What follows belongs to an exercise in optimizing a design on an open flow for small area, a short achievable clock period and few clock cycles; a production flow would make more cautious choices. In this exercise RTL edits were held to simulation tests only and were not proved equivalent to the original. Power is estimated from default activity; no workload was simulated.

File: design.v
package rv_isa_pkg;
    typedef enum logic [6:0] {
        OPC_OP     = 7'b0110011,
        OPC_OP_IMM = 7'b0010011,
        OPC_LUI    = 7'b0110111,
        OPC_AUIPC  = 7'b0010111,
        OPC_BRANCH = 7'b1100011,
        OPC_JAL    = 7'b1101111,
        OPC_JALR   = 7'b1100111,
        OPC_LOAD   = 7'b0000011,
        OPC_STORE  = 7'b0100011
    } opcode_e;
    localparam logic [2:0] F3_ADD  = 3'b000;   
    localparam logic [2:0] F3_SLL  = 3'b001;
    localparam logic [2:0] F3_SLT  = 3'b010;
    localparam logic [2:0] F3_SLTU = 3'b011;
    localparam logic [2:0] F3_XOR  = 3'b100;
    localparam logic [2:0] F3_SR   = 3'b101;   
    localparam logic [2:0] F3_OR   = 3'b110;
    localparam logic [2:0] F3_AND  = 3'b111;
    localparam logic [2:0] F3_BEQ  = 3'b000;
    localparam logic [2:0] F3_BNE  = 3'b001;
    localparam logic [2:0] F3_BLT  = 3'b100;
    localparam logic [2:0] F3_BGE  = 3'b101;
    localparam logic [2:0] F3_BLTU = 3'b110;
    localparam logic [2:0] F3_BGEU = 3'b111;
    localparam logic [6:0] F7_ALT  = 7'b0100000;   
    typedef struct packed {
        logic [6:0] funct7;
        logic [4:0] rs2;
        logic [4:0] rs1;
        logic [2:0] funct3;
        logic [4:0] rd;
        opcode_e    opcode;
    } r_fmt_t;
    typedef struct packed {
        logic [11:0] imm;
        logic [4:0]  rs1;
        logic [2:0]  funct3;
        logic [4:0]  rd;
        opcode_e     opcode;
    } i_fmt_t;
    typedef struct packed {
        logic [6:0] imm_hi;
        logic [4:0] rs2;
        logic [4:0] rs1;
        logic [2:0] funct3;
        logic [4:0] imm_lo;
        opcode_e    opcode;
    } s_fmt_t;
    typedef struct packed {
        logic       imm12;
        logic [5:0] imm10_5;
        logic [4:0] rs2;
        logic [4:0] rs1;
        logic [2:0] funct3;
        logic [3:0] imm4_1;
        logic       imm11;
        opcode_e    opcode;
    } b_fmt_t;
    typedef struct packed {
        logic [19:0] imm;
        logic [4:0]  rd;
        opcode_e     opcode;
    } u_fmt_t;
    typedef struct packed {
        logic       imm20;
        logic [9:0] imm10_1;
        logic       imm11;
        logic [7:0] imm19_12;
        logic [4:0] rd;
        opcode_e    opcode;
    } j_fmt_t;
    typedef union packed {
        r_fmt_t r;
        i_fmt_t i;
        s_fmt_t s;
        b_fmt_t b;
        u_fmt_t u;
        j_fmt_t j;
    } instr_u;
endpackage
package core_pkg;
    localparam logic [2:0] C_NOP   = 3'd0;
    localparam logic [2:0] C_OP    = 3'd1;
    localparam logic [2:0] C_OPIMM = 3'd2;
    localparam logic [2:0] C_LUI   = 3'd3;
    localparam logic [2:0] C_AUIPC = 3'd4;
    localparam logic [2:0] C_BR    = 3'd5;
    localparam logic [2:0] C_JMP   = 3'd6;    
    localparam logic [2:0] C_JALR  = 3'd7;
    localparam int PW = 25;
    localparam int WW = 28;
endpackage
`timescale 1ns/1ps
module reg_file (
    input  logic                          clk,
    input  logic                          clr,
    input  logic [$clog2(32)-1:0] rs1_addr,
    input  logic [$clog2(32)-1:0] rs2_addr,
    input  logic                          we,
    input  logic [$clog2(32)-1:0] rd,
    input  logic [32-1:0]              data,
    output logic [32-1:0]              rs1_val,
    output logic [32-1:0]              rs2_val
);
    logic [32-1:0] regs [1:32-1];
    logic [32-1:0] wdata;
    assign wdata = clr ? '0 : data;
    always_ff @(posedge clk) begin
        for (int i = 1; i < 32; i++) begin
            if (clr || (we && rd == 5'(i))) regs[i] <= wdata;
        end
    end
    logic [32-1:1] s1, s2;
    always_comb begin
        rs1_val = '0;
        rs2_val = '0;
        for (int i = 1; i < 32; i++) begin
            s1[i] = rs1_addr == 5'(i);
            s2[i] = rs2_addr == 5'(i);
            rs1_val = rs1_val | (regs[i] & {32{s1[i]}});
            rs2_val = rs2_val | (regs[i] & {32{s2[i]}});
        end
    end
endmodule
`timescale 1ns/1ps
module fetch_unit (
    input  logic                           clk,
    input  logic                           clr,
    input  logic                           we,
    input  logic [$clog2(32)-1:0] waddr,
    input  logic [32-1:0]               winstr,
    input  logic [32-1:0]         rsel,      
    output logic [core_pkg::WW-1:0]        rword
);
    logic [core_pkg::WW-1:0] imem [0:32-1];
    logic [core_pkg::WW-1:0] enc;
    logic [core_pkg::WW-1:0] wdata;
    decode_unit u_pre (
        .instr (winstr),
        .word  (enc)
    );
    assign wdata = clr ? '0 : enc;
    always_ff @(posedge clk) begin
        for (int i = 0; i < 32; i++) begin
            if (clr || (we && waddr == 5'(i))) imem[i] <= wdata;
        end
    end
    always_comb begin
        rword = '0;
        for (int i = 0; i < 32; i++) begin
            rword = rword | (imem[i] & {core_pkg::WW{rsel[i]}});
        end
    end
endmodule
`timescale 1ns/1ps
module decode_unit (
    input  logic [32-1:0]         instr,
    output logic [core_pkg::WW-1:0]  word
);
    logic [6:0]  opc;
    logic [2:0]  f3;
    logic [6:0]  f7;
    logic [12:0] immb;
    logic [20:0] immj;
    logic [11:0] immi;
    logic [2:0]  cls;
    logic [24:0] p;
    assign opc  = instr[6:0];
    assign f3   = instr[14:12];
    assign f7   = instr[31:25];
    assign immb = {instr[31], instr[7], instr[30:25], instr[11:8], 1'b0};
    assign immj = {instr[31], instr[19:12], instr[20], instr[30:21], 1'b0};
    assign immi = instr[31:20];
    always_comb begin
        cls = core_pkg::C_NOP;
        p   = instr[31:7];
        case (opc)
            7'b0110011: begin
                cls       = core_pkg::C_OP;
                p[24:18]  = {1'b0, (f7 == 7'b0100000) && (f3 == 3'd0 || f3 == 3'd5), 5'b0};
            end
            7'b0010011: begin
                cls = core_pkg::C_OPIMM;
                if (f3 == 3'd5) p[24:18] = {1'b0, f7 == 7'b0100000, 5'b0};
            end
            7'b0110111: cls = core_pkg::C_LUI;
            7'b0010111: cls = core_pkg::C_AUIPC;
            7'b1100011: begin
                if (f3 != 3'd2 && f3 != 3'd3) cls = core_pkg::C_BR;
                p[24]    = immb[7];
                p[23:18] = immb[6:1];
                p[4:0]   = {4'b0, immb[12:7] == 6'h00 || immb[12:7] == 6'h3f};
            end
            7'b1101111: begin
                cls      = core_pkg::C_JMP;
                p[24]    = immj[7];
                p[23:18] = immj[6:1];
                p[12:8]  = instr[11:7];
                p[4:0]   = {3'b0, 1'b0, immj[20:7] == 14'h0000 || immj[20:7] == 14'h3fff};
            end
            7'b1100111: begin
                if (instr[19:15] == 5'd0) begin
                    cls      = core_pkg::C_JMP;
                    p[24]    = 1'b0;
                    p[23:18] = immi[6:1];
                    p[12:8]  = instr[11:7];
                    p[4:0]   = {3'b0, 1'b1, immi[11:7] == 5'd0};
                end else begin
                    cls = core_pkg::C_JALR;
                end
            end
            default: cls = core_pkg::C_NOP;
        endcase
    end
    assign word = {cls, p};
endmodule
`timescale 1ns/1ps
module execute_unit (
    input  logic [32-1:0] a,
    input  logic [32-1:0] b,
    input  logic             sub,        
    input  logic [2:0]       f3,         
    input  logic             sra,        
    input  logic             link,       
    input  logic [6:1]       pc,
    input  logic             is_br,
    input  logic             pred,       
    input  logic             is_jalr,
    output logic [32-1:0] result,
    output logic             mispred,    
    output logic [6:1]       jalr_pc,    
    output logic             jalr_ok     
);
    logic [32-1:0] bb;
    logic [32:0]   sum;
    logic             lt, ltu, eq, taken;
    logic [32-1:0] sl, sr, alu;
    logic [7:0]       lnk;
    logic [30:0]      l0, e0;
    logic [15:0]      l1, e1;
    logic [7:0]       l2, e2;
    logic [3:0]       l3, e3;
    logic [1:0]       l4, e4;
    logic             l5, e5, l31, e31;
    always_comb begin
        for (int i = 0; i < 31; i++) begin
            l0[i] = !a[i] && b[i];
            e0[i] = a[i] == b[i];
        end
        for (int i = 0; i < 15; i++) begin
            l1[i] = l0[2*i+1] || (e0[2*i+1] && l0[2*i]);
            e1[i] = e0[2*i+1] && e0[2*i];
        end
        l1[15] = l0[30];
        e1[15] = e0[30];
        for (int i = 0; i < 8; i++) begin
            l2[i] = l1[2*i+1] || (e1[2*i+1] && l1[2*i]);
            e2[i] = e1[2*i+1] && e1[2*i];
        end
        for (int i = 0; i < 4; i++) begin
            l3[i] = l2[2*i+1] || (e2[2*i+1] && l2[2*i]);
            e3[i] = e2[2*i+1] && e2[2*i];
        end
        for (int i = 0; i < 2; i++) begin
            l4[i] = l3[2*i+1] || (e3[2*i+1] && l3[2*i]);
            e4[i] = e3[2*i+1] && e3[2*i];
        end
        l5  = l4[1] || (e4[1] && l4[0]);
        e5  = e4[1] && e4[0];
        l31 = !a[32-1] && b[32-1];
        e31 = a[32-1] == b[32-1];
        ltu = l31 || (e31 && l5);
        lt  = (a[32-1] && !b[32-1]) || (e31 && l5);
        eq  = e31 && e5;
    end
    assign bb  = sub ? ~b : b;
    assign sum = {1'b0, a} + {1'b0, bb} + {{32{1'b0}}, sub};
    assign sl  = a << b[4:0];
    assign sr  = $unsigned($signed({sra & a[32-1], a}) >>> b[4:0]);
    assign lnk = {1'b0, pc, 1'b0} + 8'd4;
    always_comb begin
        case (f3)
            3'd0: alu = sum[32-1:0];
            3'd1: alu = sl;
            3'd2: alu = {{(32-1){1'b0}}, lt};
            3'd3: alu = {{(32-1){1'b0}}, ltu};
            3'd4: alu = a ^ b;
            3'd5: alu = sr;
            3'd6: alu = a | b;
            default: alu = a & b;
        endcase
    end
    assign result = link ? {{(32-8){1'b0}}, lnk} : alu;
    always_comb begin
        case (f3)
            3'd0: taken = eq;
            3'd1: taken = !eq;
            3'd4: taken = lt;
            3'd5: taken = !lt;
            3'd6: taken = ltu;
            default: taken = !ltu;
        endcase
    end
    assign mispred = is_br && (taken != pred);
    assign jalr_pc = sum[6:1];
    assign jalr_ok = is_jalr && (sum[32-1:7] == '0);
endmodule
`timescale 1ns/1ps
module rv_core_top (
    input  logic                          clk,
    input  logic                          rst,
    input  logic                          prog_we,
    input  logic [$clog2(32)-1:0] prog_addr,
    input  logic [32-1:0]              prog_data,
    input  logic                          start,
    output logic                          busy,
    output logic                          wb_valid,
    output logic [32-1:0]              wb_pc,
    output logic [$clog2(32)-1:0] wb_rd,
    output logic [32-1:0]              wb_data
);
    logic                  f_valid;
    logic                  f_go, f_nxt, x_nxt;
    logic [6:1]            pc_f;
    logic [32-1:0] pc_oh;      
    logic [6:1]            pc_e;       
    logic [32-1:0] sel_e;
    logic [core_pkg::WW-1:0] w;
    logic [2:0]            cls;
    logic [24:0]           p;
    logic [4:0]            rs1, rs2, rd_f;
    logic [2:0]            f3;
    logic                  is_op, is_opi, is_lui, is_aui, is_br, is_jmp, is_jalr;
    logic [32-1:0]      rf1, rf2, a_n, b_n;
    logic                  fa_n, fb_n;
    logic [6:1]            seq_pc, t_pc, npc, apc;
    logic                  seq_ok, t_ok, npc_ok, apc_ok, take, t_c;
    logic [6:1]            base;
    logic                  x_valid;
    logic [6:1]            x_pc;
    logic [32-1:0]      x_a, x_b, e_a, e_b;
    logic                  x_fa, x_fb;
    logic                  x_sub, x_sra, x_link, x_isbr, x_pred, x_isjalr, x_wen;
    logic [2:0]            x_f3;
    logic [4:0]            x_rd;
    logic [6:1]            x_apc;
    logic                  x_aok;
    logic [32-1:0]      x_res;
    logic                  x_mis, x_jok, mis_v;
    logic [6:1]            x_jpc;
    logic                  j_pend, j_ok;
    logic [6:1]            j_pc;
    logic                  x_we;
    logic [6:1]            wbpc_q;
    fetch_unit u_fetch (
        .clk    (clk),
        .clr    (rst),
        .we     (prog_we && !busy),
        .waddr  (prog_addr),
        .winstr (prog_data),
        .rsel   (sel_e),
        .rword  (w)
    );
    assign cls = w[27:25];
    assign p   = w[24:0];
    assign rs1 = p[12:8];
    assign rs2 = p[17:13];
    assign f3  = p[7:5];
    assign is_op   = cls == core_pkg::C_OP;
    assign is_opi  = cls == core_pkg::C_OPIMM;
    assign is_lui  = cls == core_pkg::C_LUI;
    assign is_aui  = cls == core_pkg::C_AUIPC;
    assign is_br   = cls == core_pkg::C_BR;
    assign is_jmp  = cls == core_pkg::C_JMP;
    assign is_jalr = cls == core_pkg::C_JALR;
    assign rd_f = is_jmp ? p[12:8] : p[4:0];
    assign x_we = x_valid && x_wen;
    reg_file u_rf (
        .clk      (clk),
        .clr      (rst),
        .rs1_addr (rs1),
        .rs2_addr (rs2),
        .we       (x_we),
        .rd       (x_rd),
        .data     (x_res),
        .rs1_val  (rf1),
        .rs2_val  (rf2)
    );
    assign fa_n = x_we && x_rd == rs1 && !(is_lui || is_aui);
    assign fb_n = x_we && x_rd == rs2 && !(is_opi || is_jalr || is_lui || is_aui);
    always_comb begin
        a_n = (is_lui || is_aui) ? '0 : rf1;
        if (is_opi || is_jalr)
            b_n = {{(32-12){p[24]}}, p[24:13]};
        else if (is_lui)
            b_n = {p[24:5], 12'b0};
        else if (is_aui)
            b_n = {p[24:5], 5'b0, pc_e, 1'b0};
        else
            b_n = rf2;
    end
    assign seq_pc = {pc_e[6:2] + 5'd1, pc_e[1]};
    assign seq_ok = pc_e[6:2] != 5'd31;
    assign base   = (is_jmp && p[1]) ? 6'd0 : pc_e;
    assign {t_c, t_pc} = {1'b0, base} + {1'b0, p[23:18]};
    assign t_ok   = p[0] && (p[24] == t_c);
    assign take   = is_jmp || (is_br && p[24]);
    assign npc    = take ? t_pc : seq_pc;
    assign npc_ok = take ? t_ok : seq_ok;
    assign apc    = take ? seq_pc : t_pc;
    assign apc_ok = take ? seq_ok : t_ok;
    assign e_a = x_fa ? wb_data : x_a;
    assign e_b = x_fb ? wb_data : x_b;
    execute_unit u_ex (
        .a        (e_a),
        .b        (e_b),
        .sub      (x_sub),
        .f3       (x_f3),
        .sra      (x_sra),
        .link     (x_link),
        .pc       (x_pc),
        .is_br    (x_isbr),
        .pred     (x_pred),
        .is_jalr  (x_isjalr),
        .result   (x_res),
        .mispred  (x_mis),
        .jalr_pc  (x_jpc),
        .jalr_ok  (x_jok)
    );
    assign mis_v = x_valid && x_mis;
    assign f_go = f_valid || (start && !busy);
    always_comb begin
        if (j_pend) begin
            f_nxt = j_ok;
            x_nxt = 1'b0;
        end else if (x_valid && x_isjalr) begin
            f_nxt = 1'b0;
            x_nxt = 1'b0;
        end else if (mis_v) begin
            f_nxt = x_aok;
            x_nxt = 1'b0;
        end else begin
            f_nxt = f_go && npc_ok;
            x_nxt = f_go;
        end
    end
    always_ff @(posedge clk) begin
        if (rst) begin
            busy     <= 1'b0;
            f_valid  <= 1'b0;
            x_valid  <= 1'b0;
            wb_valid <= 1'b0;
            j_pend   <= 1'b0;
        end else begin
            wb_valid <= x_we;
            f_valid  <= f_nxt;
            x_valid  <= x_nxt;
            j_pend   <= x_valid && x_isjalr;
            busy     <= f_nxt || x_nxt || (x_valid && x_isjalr);
        end
    end
    always_ff @(posedge clk) begin
        j_pc <= x_jpc;
        j_ok <= x_jok;
    end
    assign pc_e  = busy ? pc_f : '0;
    assign sel_e = busy ? pc_oh : 32'(1);
    always_ff @(posedge clk) begin
        if (mis_v) begin
            pc_f  <= x_apc;
            pc_oh <= 32'(1) << x_apc[6:2];
        end else if (j_pend) begin
            pc_f  <= j_pc;
            pc_oh <= 32'(1) << j_pc[6:2];
        end else begin
            pc_f  <= npc;
            pc_oh <= take ? (32'(1) << t_pc[6:2]) : {sel_e[32-2:0], 1'b0};
        end
    end
    always_ff @(posedge clk) begin
        x_pc     <= pc_e;
        x_a      <= a_n;
        x_b      <= b_n;
        x_fa     <= fa_n;
        x_fb     <= fb_n;
        x_sub    <= is_op && f3 == 3'd0 && p[23];
        x_f3     <= (is_op || is_opi || is_br) ? f3 : 3'd0;
        x_sra    <= p[23];
        x_link   <= is_jmp || is_jalr;
        x_isbr   <= is_br;
        x_pred   <= p[24];
        x_isjalr <= is_jalr;
        x_rd     <= rd_f;
        x_wen    <= (is_op || is_opi || is_lui || is_aui || is_jmp || is_jalr) && rd_f != '0;
        x_apc    <= apc;
        x_aok    <= apc_ok;
        wbpc_q   <= x_pc;
        wb_rd    <= x_rd;
        wb_data  <= x_res;
    end
    assign wb_pc = {{(32-7){1'b0}}, wbpc_q, 1'b0};
endmodule
File: flow/run.sh
#!/bin/bash
# Standard ORFS layout (the standard.sh, unchanged synthesis and steps),
# with repair_timing asked to leave 8 ns of setup slack on the design's
# own 12 ns clock, so that it keeps shortening the critical paths well
# below what the constraint alone requires. Constraints and clock period
# are the design's. make's full output goes to standard_flow.log; ORFS
# keeps each step's log under orfs/logs/.
set -euo pipefail
bash standard.sh SETUP_SLACK_MARGIN=8 finish > standard_flow.log 2>&1
File: standard.sh
#!/bin/bash
# synth_recipe.tcl (not shown) runs the flow's synth.tcl, then flattens the netlist and writes it again
# the make line also repeats each setting of config.mk as NAME=value (left out here)
make -C /OpenROAD-flow-scripts/flow DESIGN_CONFIG=/design/flow/config.mk WORK_HOME=/design/flow/orfs CLKGATE_MAP_FILE= SYNTH_SCRIPT=/design/flow/synth_recipe.tcl "${@:-finish}"
File: config.mk
export PLATFORM = sky130hd
export DESIGN_NAME = rv_core_top
export DESIGN_NICKNAME = rv_core_top
export VERILOG_FILES = /design/flow/design.v
export SDC_FILE = /design/flow/constraint.sdc
export NUM_CORES = 4
export LEC_CHECK = 0
export CAP_MARGIN = 20
export CORE_MARGIN = 2
export CORE_UTILIZATION = 32
export PLACE_DENSITY = 0.4
export SLEW_MARGIN = 20
export TNS_END_PERCENT = 0
File: constraint.sdc
create_clock -name core_clock -period 12.0 [get_ports {clk}]
set_input_delay 2.4000 -clock core_clock [delete_from_list [all_inputs] [get_ports {clk}]]
set_output_delay 2.4000 -clock core_clock [all_outputs]
set_load 0.01 [all_outputs]
==> flow_summary.toml, run 1 <==
[detailed_routing]
drc_errors = 0
antenna_left = 0
viasPerCell = 6.56
drt-pass1-iter-count = 10
drt-total-wl_um = 497000
drt-initial-drc-count = 12785
wire_per_inst_um = 44.9
vias = 72671

[global_routing]
antenna_found_initial = 24
grt_pass1_wl_um = 644000
first_global_vias = 68774
grt_overflow = 0
grt_max_degree = 77
track_usage = 0.331

[floorplan]
dieArea_um2 = 288000
io_pins = 112
start_util = 0.322
fp.coreArea_um2 = 282000
dieHeight_um = 537
die_w_um = 537
fp-row-count = 195

[place]
place.detailed.hpwl_um = 284000
gp_routability_congestion = 0.943
dpl_cell_area_um2 = 98700
portBuffers = 85
place_ws_ns = 5.56
dp_cells = 10451

[synth]
synth_edf_count = 1888
syn_area_per_cell_um2 = 13.5
synth_warnings = 7
synth.distinct_cells = 86
async_reset_ff_frac = 0
synth-main-ff-cell = "edfxtp_1"
synth_seq_cells = 2075
yosys.area.top_type_share = 0.624
synthCells = 6741
synth.yosys.seq_area_share = 0.665
synthTopCellsByArea = "edfxtp_1 62%, a22oi_1 7.7%, dfxtp_1 4.1%, a22o_1 2.1%, a221oi_1 2.1%"
synth_area_leader_cell = "edfxtp_1"
synth_area_um2 = 90900

[power]
seqPwrFrac = 0.420
power.internal_w = 0.0168
clkPwrFrac = 0.269
total_leakage_power_nw = 38.6
power_w = 0.0270
powerDensity_nw_per_um2 = 244
vdd.ir_drop.worst_uv = 133
power_switching_w = 0.0102
switching_share = 0.377
combinationalPowerShare = 0.311

[setup_path]
start_kind = "register"
cp-end-kind = "register"
crit_arrival_ns = 5.55
cp_max_fo = 21
reg2reg_slack_ns = 7.24
cp.required_ns = 12.79
critical_path_class = "register to register"

[sta]
fmax_mhz = 210
slew-limit-headroom = 0.122
timing.setup.tns_ns = 0
fin_skew_ns = 0.0876
tightest_slew_ns = 1.32
setup_viol = 0
period_share = 0.397
setup_slack_ns = 7.24
min_period_ns = 4.76
grt_setup_unrepaired = "yes"
hold_viol = 0
drv_slew = 0

[cells_and_area]
fin_area_um2 = 110000
finalNetCount = 7295
fill_cells = 26524
area_growth_pct = 21.4
instances_no_fill = 11074
final_cell_mix = "1888 x edfxtp_1, 922 x a22oi_1, 379 x buf_4"
drive_above_1_share = 0.183
final_common_cell = "edfxtp_1"

[clock_network]
cts_tree = "done"
htreeDepth = 4
ctsHoldBuffers = 0
root_buffer = "clkbuf_16"
cts_inserted_buffers = 232
cts.sinks = 2075
path_clk_slew_ns = 0.06
clock_path_buffers = 4
clock_latency_ns = 0.94

[run_status]
outcome = "finished clean"

[worst_hold_path]
hold_class = "register to register"

[flow_run]
maxCapViolCount = 0
[final timing paths]
check,start,cells past startpoint,to
max,pc_oh[27]$_DFF_P_,14,x_a[7]$_SDFF_PP0_
min,x_pc[3]$_DFF_P_,0,wbpc_q[3]$_DFF_P_
max reg2reg,pc_oh[27]$_DFF_P_,14,x_a[7]$_SDFF_PP0_
min reg2reg,x_pc[3]$_DFF_P_,0,wbpc_q[3]$_DFF_P_
[Yosys cell counts, types with 15 or more instances]
cell      count
edfxtp_1   1888
a22oi_1     934
nand2_1     373
clkbuf_1    289
nor2_1      282
a22o_1      221
a221oi_1    219
a21oi_1     218
nand4_1     198
dfxtp_1     187
o21ai_0     184
nand3_1     165
buf_2       143
nor3_1      143
mux2i_1     142
ha_1        137
inv_1       130
nor4_1       93
a222oi_1     72
xnor2_1      72
and2_1       64
buf_1        36
buf_4        34
nor2b_1      34
a211oi_1     31
o31ai_1      28
a21o_1       26
o211ai_1     24
mux2_2       20
nand2b_1     19
and3_1       18
o21a_1       18
or2_2        16
o21bai_1     15
or4_1        15
[metrics by stage]
stage          hold WS [ns]   util
4_1_cts               0.400  0.384
6_report              0.390  0.391
5_1_grt               0.420  0.391
2_1_floorplan         0.329      -
3_3_place_gp          0.387  0.349
3_5_place_dp          0.389  0.350
[critical path: stages (launching register included)]
cell and delay (ns):
dfxtp_1 0.44, buf_4 0.30, a22oi_1 0.19, nand2_1 0.07, a221oi_1 0.29, a41oi_2 0.34, or4b_1 0.74, nor3_2 0.15
buf_4 0.62, buf_4 0.55, a221oi_1 0.20, nand4_1 0.16, nor3_1 0.09, buf_4 0.19, nor2_1 0.26
[power groups by stage]
stage	clock network, W	logic, W	registers (W)
2_1_floorplan	0	0.00387	0.0108
3_3_place_gp	0	0.00735	0.0114
3_5_place_dp	0	0.00732	0.0114
4_1_cts	0.00730	0.00779	0.0113
5_1_grt	0.00755	0.00864	0.0114
6_report	0.00724	0.00838	0.0113
[cells by family (layout without fill, tap and decap cells)]
family	Yosys count	after routing	share of synthesized area
AO/OA/AOI/OAI	2146	2146	0.176
XOR/XNOR	82	82	0.00790
adder cells (fa/ha/maj)	141	141	0.0195
buffers and inverters	637	1175	0.0297
flip-flops	2075	2075	0.665
multiplexers	163	163	0.0184
other	1	43	0.0000413
AND/OR/NAND/NOR	1496	1506	0.0831
[timing repair]
action,in CTS,in global routing
setup buffers,74,72
resized for setup,274,203
endpoints found under the setup margin,3226,3457
gates cloned,9,17
pin swaps,39,56
endpoints found under the hold margin,0,0
[sequential cells by signal, summed over array words and instances (netlist names), 32 cells and up]
signal	count
pc_oh	32
wb_data	32
x_a	32
x_b	32
u_fetch.imem	896
u_rf.regs	992
[final cells by class]
| cell class | count | area (µm²) | share of cell area |
|---|---|---|---|
| clock inverters | 122 | 1290 | 0.0117 |
| diodes | 17 | 42.5 | 0.000386 |
| flip-flops and latches | 2075 | 60500 | 0.548 |
| clock buffers | 311 | 6290 | 0.0570 |
| repair buffers | 607 | 6070 | 0.0550 |
| well taps | 3743 | 4680 | 0.0424 |
| inverters | 135 | 520 | 0.00472 |
| multi-input cells | 4064 | 31000 | 0.281 |
[metal layers]
layer	share of wire	global-route usage
met5	0.00024	0
met4	0.064	0.173
met3	0.10	0.0696
met2	0.44	0.510
met1	0.39	0.440
Testbench counts, summed over its fixed seeds: cycles 22,367.
==> run 2: changes to the inputs <==
==> flow/run.sh (replaced) <==
#!/bin/bash
# Standard ORFS layout (the standard.sh: unchanged synthesis, floorplan,
# power grid, placement, CTS and routing), with two changes to how the
# layout is made:
#  - repair_timing is asked to leave 8 ns of setup slack on the design's
#    own 12 ns clock, so it keeps shortening the critical paths well below
#    what the constraint alone requires;
#  - the buffer that buffer_ports puts on every input and output port is
#    sky130_fd_sc_hd__buf_4 rather than the delay cell it picks by default.
# Constraints and clock period are the design's. make's full output goes
# to standard_flow.log; ORFS keeps each step's log under orfs/logs/.
set -euo pipefail
bash standard.sh SETUP_SLACK_MARGIN=8 \
  'BUFFER_PORTS_ARGS=-buffer_cell sky130_fd_sc_hd__buf_4' \
  finish > standard_flow.log 2>&1
--- a/config.mk
+++ b/config.mk
@@ -7,7 +7,9 @@
 export LEC_CHECK = 0
 export CAP_MARGIN = 20
 export CORE_MARGIN = 2
-export CORE_UTILIZATION = 32
-export PLACE_DENSITY = 0.4
+export CORE_UTILIZATION = 24
+export CTS_CLUSTER_DIAMETER = 80
+export CTS_CLUSTER_SIZE = 25
+export PLACE_DENSITY = 0.32
 export SLEW_MARGIN = 20
 export TNS_END_PERCENT = 0
==> flow_summary.toml, run 2 <==
[run_status]
outcome = "finished clean"

[floorplan]
fp-row-count = 225
dieHeight_um = 619
fp.coreArea_um2 = 376000
die_w_um = 619
dieArea_um2 = 384000
io_pins = 112
start_util = 0.241

[place]
portBuffers = 85
gp_routability_congestion = 0.898
dp_cells = 11724
place.detailed.hpwl_um = 318000

[sta]
timing.setup.tns_ns = 0
holdWs_ns = 0.425
grt_setup_unrepaired = "yes"
drv_slew = 0
slew-limit-headroom = 0.153
tightest_slew_ns = 1.27
hold_viol = 0
fin_skew_ns = 0.0692
period_share = 0.399
setup_viol = 0
fmax_mhz = 209
min_period_ns = 4.78

[synth]
synth.top_cells.by_count = "1888 x edfxtp_1, 934 x a22oi_1, 373 x nand2_1"
synth.yosys.seq_area_share = 0.665
synth.distinct_cells = 86
synth_seq_cells = 2075
yosys.area.top_type_share = 0.624
synthCells = 6741
synth_warnings = 7
synth_area_leader_cell = "edfxtp_1"
synth-main-ff-cell = "edfxtp_1"
synth_edf_count = 1888
syn_area_per_cell_um2 = 13.5
synth_area_um2 = 90900
synthTopCellsByArea = "edfxtp_1 62%, a22oi_1 7.7%, dfxtp_1 4.1%, a22o_1 2.1%, a221oi_1 2.1%"
yosysMostFrequentCell = "edfxtp_1"
async_reset_ff_frac = 0

[clock_network]
cts.sinks = 2075
clock_path_buffers = 4
root_buffer = "clkbuf_16"
ctsHoldBuffers = 0
clock_latency_ns = 0.90
path_clk_slew_ns = 0.09
htreeDepth = 4
cts_tree = "done"
cts_inserted_buffers = 141

[worst_hold_path]
hold_class = "register to register"

[cells_and_area]
area_growth_pct = 19.8
reg_top3 = "u_rf.regs x992, u_fetch.imem x896"
finish.utilization = 0.289
drive_above_1_share = 0.189
final_cell_mix = "1888 x edfxtp_1, 918 x a22oi_1, 416 x buf_4"
largest_reg_flops = 992
final_common_cell = "edfxtp_1"
largest-register = "u_rf.regs"
fill_cells = 37951
instances_no_fill = 12124
finalNetCount = 7176

[setup_path]
cp.required_ns = 12.73
crit_arrival_ns = 5.51
cp_max_fo = 20
cp-end-kind = "register"
critical_path_class = "register to register"
start_kind = "register"

[detailed_routing]
drt-total-wl_um = 542000
drt-pass1-iter-count = 9
dr_wl_met3_um = 44000
drt-initial-drc-count = 11862
viasPerCell = 5.89
top_layer_used = "met5"
wire_per_inst_um = 44.7
wl_met2_um = 245000
drc_errors = 0
antenna_left = 0
vias = 71415
drt-met1-wl_um = 222000

[power]
total_leakage_power_nw = 37.2
seqPwrFrac = 0.443
combinationalPowerShare = 0.343
switching_share = 0.410
vdd.ir_drop.worst_uv = 107
power_w = 0.0255
powerDensity_nw_per_um2 = 234
power_switching_w = 0.0104
clkPwrFrac = 0.215
power.internal_w = 0.0150

[global_routing]
grt_overflow = 0
track_usage = 0.273
first_global_vias = 68944
antenna_found_initial = 33
grt_pass1_wl_um = 697000
grt_max_degree = 77

[flow_run]
maxCapViolCount = 0
## run 2: worst paths after layout
path	slack [ns]	from	cells past startpoint	end
max reg2reg	7.22	pc_oh[4]$_DFF_P_	14	x_a[28]$_SDFF_PP0_
max	7.22	pc_oh[4]$_DFF_P_	14	x_a[28]$_SDFF_PP0_
min	0.42	x_pc[6]$_DFF_P_	0	wbpc_q[6]$_DFF_P_
min reg2reg	0.42	x_pc[6]$_DFF_P_	0	wbpc_q[6]$_DFF_P_
## run 2: cell families (layout without fill, tap and decap cells)
logic type,after synthesis,count (layout),share of synthesized area
flops,2075,2075,0.665
fa+ha+maj,141,141,0.0195
buf+inv,637,964,0.0297
compound gates,2146,2146,0.176
other cells,1,55,0.0000413
mux,163,163,0.0184
xor+xnor,82,82,0.00790
simple gates,1496,1504,0.0831
## run 2: power groups by stage
stage	Sequential [W]	Combinational, W	Clock, W
2_1_floorplan	0.0108	0.00387	0
3_3_place_gp	0.0114	0.00773	0
3_5_place_dp	0.0114	0.00769	0
4_1_cts	0.0112	0.00833	0.00557
5_1_grt	0.0114	0.00900	0.00578
6_report	0.0113	0.00873	0.00547
## run 2: per-stage QoR
stage	cell area [µm²]	setup slack, ns
floorplan	91300	7.26
global placement	100000	5.10
detailed placement	100000	5.18
CTS	108000	7.31
global route	109000	7.24
finish	109000	7.22
## run 2: cell type report
class                           instances  area, µm²  share of cell area
Antenna cell                           29       72.6            0.000666
Clock buffer                          163       3730              0.0342
Tap cell                             4994       6250              0.0574
Sequential cell                      2075      60500               0.555
Clock inverter                         85       1030             0.00942
Timing Repair Buffer                  581       5620              0.0516
Multi-Input combinational cell       4062      31200               0.287
Inverter                              135        512             0.00470
## run 2: critical path, cell delays in order, from the launching register on
cell	delay, ns
dfxtp_4	0.36
buf_12	0.15
a22o_1	0.22
a221oi_1	0.31
nand4_1	0.23
o31a_2	0.49
a221o_4	0.56
nor4_4	0.33
buf_4	0.44
buf_6	0.49
a22o_1	0.23
a221oi_1	0.06
nand4_1	0.17
nor3_1	0.07
nor2_2	0.40
## run 2: metal layers
metal | track usage | up-vias
li1 | - | 27871
met1 | 0.361 | 37792
met2 | 0.433 | 4661
met3 | 0.0468 | 1085
met4 | 0.132 | 6
met5 | 0 | -
## run 2: timing repair
item,4_1_cts,5_1_grt
gates resized for setup,479,144
cloned,12,6
pin swaps,59,50
endpoints found under the hold margin,0,0
setup endpoints to repair,2625,3033
setup buffers,64,40
==> run 3: changes to the inputs <==
==> flow/run.sh (replaced) <==
#!/bin/bash
# Standard ORFS layout (the standard.sh: unchanged synthesis, floorplan,
# power grid, placement, CTS and routing), with two changes to how the
# layout is made after the floorplan:
#  - from placement on, repair_timing is asked to leave 8 ns of setup slack
#    on the design's own 12 ns clock, so it keeps shortening the critical
#    paths well below what the constraint alone requires (the floorplan
#    step, which sees no wires yet, keeps the default margin);
#  - the buffer that buffer_ports puts on every input and output port is
#    sky130_fd_sc_hd__buf_4 rather than the delay cell it picks by default.
# Constraints and clock period are the design's. make's full output goes
# to standard_flow_*.log; ORFS keeps each step's log under orfs/logs/.
set -euo pipefail
bash standard.sh floorplan > standard_flow_floorplan.log 2>&1
bash standard.sh SETUP_SLACK_MARGIN=8 \
  'BUFFER_PORTS_ARGS=-buffer_cell sky130_fd_sc_hd__buf_4' \
  finish > standard_flow_finish.log 2>&1
==> flow_summary.toml, run 3 <==
[setup_path]
cp-end-kind = "register"
reg2reg_slack_ns = 7.25
path_depth = 6
max_stage_delay_ns = 0.67
reg2reg_to = "x_a[29]$_SDFF_PP0_"
cp.required_ns = 12.48
cp_max_fo = 47
crit_arrival_ns = 5.38
crit_top_cell = "buf_4"
r2r_cells = 16
cp-endpoint = "u_rf.regs[12][6]$_DFFE_PP_"
cp_top_family = "buffers and inverters"
start_kind = "input port"
critPathBufInv = 5
path_cells = "buf_4 > inv_8 > buf_8 > o21ai_4 > buf_4 > buf_4"
crit_slowest_cell = "buf_4"
r2r_start = "pc_oh[16]$_DFF_P_"
critical_path_class = "input port to register"
startpoint = "rst"

[detailed_routing]
vias = 71377
drt-total-wl_um = 538000
drc_errors = 0
drt-pass1-iter-count = 8
antenna_left = 0
wire_per_inst_um = 44.4
viasPerCell = 5.89
drt-initial-drc-count = 11653

[floorplan]
dieHeight_um = 619
die_w_um = 619
dieArea_um2 = 384000
fp-row-count = 225
start_util = 0.241
fp.coreArea_um2 = 376000
io_pins = 112

[sta]
fmax_mhz = 204
drv_slew = 0
min_period_ns = 4.90
grt_setup_unrepaired = "yes"
setup_viol = 0
hold_viol = 0
fin_skew_ns = 0.0732
tightest_slew_ns = 1.29
slew-limit-headroom = 0.138
period_share = 0.408
timing.setup.tns_ns = 0

[clock_network]
path_clk_slew_ns = 0.09
htreeDepth = 4
clock_path_buffers = 4
ctsHoldBuffers = 0
cts.sinks = 2075
clock_latency_ns = 0.90
root_buffer = "clkbuf_16"
cts_tree = "done"
cts_inserted_buffers = 144

[worst_hold_path]
hold_path_depth = 0
hold_class = "register to register"

[synth]
synth.distinct_cells = 86
synth_edf_count = 1888
async_reset_ff_frac = 0
yosysMostFrequentCell = "edfxtp_1"
synth_area_um2 = 90900
synth_area_leader_cell = "edfxtp_1"
synthCells = 6741
synth.yosys.seq_area_share = 0.665
yosys.area.top_type_share = 0.624
synth_seq_cells = 2075
synth.top_cells.by_count = "1888 x edfxtp_1, 934 x a22oi_1, 373 x nand2_1"
synth_warnings = 7
synth-main-ff-cell = "edfxtp_1"
synthTopCellsByArea = "edfxtp_1 62%, a22oi_1 7.7%, dfxtp_1 4.1%, a22o_1 2.1%, a221oi_1 2.1%"
syn_area_per_cell_um2 = 13.5

[cells_and_area]
finalNetCount = 7164
finish.utilization = 0.288
largest_reg_flops = 992
drive_above_1_share = 0.181
final_cell_mix = "1888 x edfxtp_1, 925 x a22oi_1, 422 x buf_4"
fin_area_um2 = 108000
reg_top3 = "u_rf.regs x992, u_fetch.imem x896"
area_growth_pct = 19.2
final_common_cell = "edfxtp_1"
largest-register = "u_rf.regs"

[flow_run]
maxCapViolCount = 0

[power]
switching_share = 0.405
seqPwrFrac = 0.446
vdd.ir_drop.worst_uv = 146
power_switching_w = 0.0103
clkPwrFrac = 0.217
power.internal_w = 0.0151
power_w = 0.0253
powerDensity_nw_per_um2 = 234
combinationalPowerShare = 0.337
total_leakage_power_nw = 37.0

[global_routing]
grt.met2_usage = 0.429
gr-max-usage-layer = "met2"
met1_usage = 0.364
grtUsageMet3 = 0.0469
first_global_vias = 69057
grt_overflow = 0
grt_pass1_wl_um = 696000
track_usage = 0.272
grt_max_degree = 67
antenna_found_initial = 34

[run_status]
outcome = "finished clean"

[place]
place.detailed.hpwl_um = 318000
dpl_cell_area_um2 = 100000
portBuffers = 85
gp_routability_congestion = 0.886
run 3: changes by cell type in the layout (fill, tap and decap cells not counted), sizes merged, moves of 3 or more:
cell and change:
and2 -4, clkbuf -8, inv -3, buf -7, diode +15
run 3: power groups by stage:
stage	Combinational (W)	Clock [W]	Sequential, W
2_1_floorplan	0.00381	0	0.0108
3_3_place_gp	0.00761	0	0.0114
3_5_place_dp	0.00754	0	0.0114
4_1_cts	0.00821	0.00557	0.0113
5_1_grt	0.00885	0.00580	0.0114
6_report	0.00855	0.00549	0.0113
run 3: cell families after synthesis:
kind of cell | count (synthesis) | share of synthesized area
compound gates | 2146 | 0.176
flops | 2075 | 0.665
simple gates | 1496 | 0.0831
buf+inv | 637 | 0.0297
mux | 163 | 0.0184
fa+ha+maj | 141 | 0.0195
xor+xnor | 82 | 0.00790
other cells | 1 | 0.0000413
run 3: routing by layer:
| metal | wire length, µm | vias up |
|---|---|---|
| met5 | 27 | - |
| met4 | 28800 | 4 |
| met3 | 42000 | 938 |
| met2 | 243000 | 4355 |
| met1 | 225000 | 38195 |
| li1 | - | 27885 |
run 3: repair_timing:
item	4_1_cts	5_1_grt
setup buffers	81	12
pin swaps	72	31
endpoints found under the setup margin	2666	2622
resized for setup	471	60
cloned	10	3
endpoints found under the hold margin	0	0
run 3: final cells by class:
class	instances	area (µm²)
multi-input cells	4058	30800
clock inverters	87	1020
inverters	135	517
well taps	4994	6250
diodes	44	110
fillers	38054	268000
repair buffers	570	5380
flip-flops and latches	2075	60500
clock buffers	161	3790
run 3: worst min-delay path by stage:
stage / endpoint / startpoint / slack (ns)
final: wbpc_q[1]$_DFF_P_ / x_pc[1]$_DFF_P_ / 0.39
after detailed placement: wbpc_q[1]$_DFF_P_ / x_pc[1]$_DFF_P_ / 0.38
after floorplan: wb_rd[0]$_DFF_P_ / x_rd[0]$_DFF_P_ / 0.33
after CTS: wbpc_q[1]$_DFF_P_ / x_pc[1]$_DFF_P_ / 0.39
after global placement: wbpc_q[1]$_DFF_P_ / x_pc[1]$_DFF_P_ / 0.38
after global routing: wbpc_q[1]$_DFF_P_ / x_pc[1]$_DFF_P_ / 0.39
run 3: stage by stage:
| stage | setup slack (ns) | hold WS (ns) | cells |
|---|---|---|---|
| floorplan | 5.71 | 0.329 | 6766 |
| CTS | 7.38 | 0.392 | 12065 |
| global route | 7.16 | 0.392 | 12108 |
| finish | 7.10 | 0.387 | 12124 |
| global placement | 5.21 | 0.379 | 11724 |
| detailed placement | 5.41 | 0.379 | 11726 |

afterwards: timing with drivers on the ports:
Ports are ideal in the flow. The routed layouts listed here were re-timed in OpenROAD.
Step 1 sets driving cells, clkbuf_16 on the clock port and buf_2 on the other inputs (assumed; they add their load-dependent delay and slew).
Step 2 also shifts input and output timing later by t, the mid clock arrival at the registers, as if the neighbouring blocks saw the same clock.
a / b / c = ideal ports / drivers / drivers and shift; a / b = the first two.
| run | shift t [ns] | setup slack, ns | worst setup path after step 2 | latest minus earliest clock arrival (ns) |
|---|---|---|---|---|
| run 1 | 0.994 | 7.242 / 7.237 / 6.359 | input to register | 0.089 / 0.090 |
| run 2 | 0.986 | 7.216 / 7.216 / 6.306 | input to register | 0.070 / 0.069 |
| run 3 | 0.970 | 7.101 / 7.187 / 6.217 | input to register | 0.074 / 0.073 |
After both steps every run listed still meets setup and hold. For run 2, which loses most, drivers alone change the setup slack by 0.000 ns; drivers and shift together by -0.910 ns.
